Context: an optimization exercise on an open-source flow, tuned for small area, a short achievable clock period and few clock cycles. The choices shown serve that exercise and are no tape-out recipe.
Function was checked by simulation only, so behaviour that the tests miss may differ from the original.
No activity file was given, so power comes from the tool's default toggle rates.

// bitmap_page_allocator_top
module bitmap_page_allocator_top
(
    input  wire logic                clk,
    input  wire logic                rst_n,
    input  wire logic                in_valid,
    output logic                     in_ready,
    input  wire logic [bpa_pkg::KIND_W-1:0]   kind,
    input  wire logic [bpa_pkg::PAGE_W-1:0]   page,
    output logic                     out_valid,
    input  wire logic                out_ready,
    output logic [bpa_pkg::STATUS_W-1:0]      status,
    output logic [bpa_pkg::PAGE_W-1:0]        alloc_page,
    output logic [bpa_pkg::COUNT_W-1:0]       free_pages,
    input  wire logic                cfg_valid,
    output logic                     cfg_ready,
    input  wire logic                cfg_index,
    input  wire logic [bpa_pkg::COUNT_W-1:0]  cfg_data
);
Size in the first run: about 3,300 cells after synthesis, roughly 620 flip-flops, ~0.029 sq mm of cells after synthesis.
Settings: LEC_CHECK=0, CAP_MARGIN=20, CORE_MARGIN=2, CORE_UTILIZATION=40, CTS_CLUSTER_DIAMETER=120, CTS_CLUSTER_SIZE=24, SETUP_SLACK_MARGIN=2.0, SLEW_MARGIN=20; clock period 5.0 ns.
run.sh (not shown) runs the stock make flow with config.mk's settings and CLKGATE_MAP_FILE= SYNTH_SCRIPT=/design/flow/synth_recipe.tcl, a recipe that flattens the netlist after the stock synthesis.
The first run went through all stages and came out clean.
Testbench counts at the start, summed over its fixed seeds: cycles 12,170.
==> next run, changes <==
- CTS_CLUSTER_DIAMETER: 120 -> default
- CTS_CLUSTER_SIZE: 24 -> default
- SETUP_SLACK_MARGIN: 2.0 -> 1.5
=>
- sequential share of layout area increases by 1.0 points
- global-route usage decreases by 4.0 points
- first-iteration DRC count increases by 1.1%
- utilization decreases by 1.5 points
==> next run, changes <==
- SETUP_SLACK_MARGIN: 1.5 -> 2.1
The changed run finished with timing, DRC and antenna clean.
Non-clock buffer count went up by 236.
Setup slack gains 0.45 ns.
Cell count went up by 5.6%.
Sequential share of layout area went down by 4.5 points.
Global-route usage went up by 5.6 points.
Cell area went up by 14%.
Wire length went up by 21%.
Utilization went up by 6.4 points.
Area after synthesis does not change.
Synthesized cell count stays the same.
==> next run, changes <==
- SETUP_SLACK_MARGIN: 2.1 -> 1.8
- The changed run finished clean
- non-clock buffer count shrinks by 175
- wire length decreases by 7.2%
- area after synthesis does not change
- global-route usage is lower by 1.2 points
- setup slack got worse by 0.20 ns

Setup of job 2126:
bitmap_page_allocator_top, a different RTL version from the one above (not shown whole).
Size: about 620 flip-flops, about 51 I/O pins, ~0.028 mm2 of cells after synthesis.
==> flow/config.mk <==
export PLATFORM = sky130hd
export DESIGN_NAME = bitmap_page_allocator_top
export DESIGN_NICKNAME = bitmap_page_allocator_top
export VERILOG_FILES = /design/flow/design.v
export SDC_FILE = /design/flow/constraint.sdc
export NUM_CORES = 4
export LEC_CHECK = 0
export CAP_MARGIN = 20
export CORE_MARGIN = 2
export CORE_UTILIZATION = 40
export SLEW_MARGIN = 20
==> flow/constraint.sdc <==
create_clock -name core_clock -period 5.0 [get_ports {clk}]
set_input_delay 1.0000 -clock core_clock [delete_from_list [all_inputs] [get_ports {clk}]]
set_output_delay 1.0000 -clock core_clock [all_outputs]
set_load 0.01 [all_outputs]
Testbench counts of job 2126, summed over its fixed seeds: cycles 12,170.
#### Input delta (job 5573 over job 2126)
--- a/flow/config.mk
+++ b/flow/config.mk
@@ -10,0 +11 @@
+export CTS_BUF_LIST = sky130_fd_sc_hd__clkbuf_4 sky130_fd_sc_hd__clkbuf_8
## What came out
- Having completed the whole flow, job 5573 delivered a layout that passed the timing, design-rule and antenna checks.
- Lower total power was reported by job 2126, not job 5573.
- Clock slew at the register clock pins of the worst setup and hold paths: job 2126 vs job 5573 — no meaningful difference
- Final cell count was higher in the run labelled job 5573.
- Job 2126 ended up with fw_q[10] as its origin of the worst setup path; job 5573 ended up with lim_q[0].
- Job 2126 has a higher final critical-path required period than job 5573.
- On job 5573: count of buffering cells on the critical path with inverters included is 3 higher than what job 2126 gave.
- Job 5573 — worst setup slack 0.0057 ns higher, job 2126 as reference
- Lower worst ir drop on vdd goes to job 5573 over job 2126.
- Looking at number of non-clock buffers in the layout, job 5573 sits above job 2126.
- Comparing job 2126 and job 5573, the lower via count of the first global-routing pass is on job 2126.
- Number of well taps: job 5573 vs job 2126, no meaningful difference
- Final max-slew violation count came out exactly the same in job 2126 and job 5573.

-- separate check: timing with driven ports --
The flow's constraints put no driver on any port. The routed layouts listed below were extracted and timed again, unchanged, in two steps.
Step 1 sets driving cells, clkbuf_16 on the clock port and buf_2 on the other inputs (assumed; they add their load-dependent delay and slew).
Step 2 moves the port delays by t, midway between the first and last clock arrival at a register: inputs arrive t later, outputs are due t later. That takes back most of the time a late clock gives input paths.
Three values: no drivers, after step 1, after step 2; two values: the first two.
run	t (ns)	setup slack, ns	clock arrival spread, ns	worst register clock-pin slew, ns	worst data-port slew with drivers (ns)
the first run of note 1	0.647	1.884 / 1.909 / 1.273	0.028 / 0.028	0.11 / 0.11	0.06
the second run of note 1	0.681	1.460 / 1.493 / 0.811	0.039 / 0.039	0.06 / 0.06	0.04
the third run of note 1	0.692	1.906 / 1.906 / 1.374	0.025 / 0.025	0.07 / 0.07	0.06
the fourth run of note 1	0.676	1.702 / 1.702 / 1.126	0.038 / 0.038	0.07 / 0.07	0.05
job 2126	0.666	0.787 / 0.787 / 0.307	0.051 / 0.051	0.08 / 0.08	0.04
job 5573	0.769	0.793 / 0.793 / 0.320	0.099 / 0.100	0.07 / 0.07	0.04
After both steps every run listed still meets setup and hold. The setup slack of the second run of note 1, which loses most, moves by +0.033 ns with the drivers and by -0.649 ns with both steps.
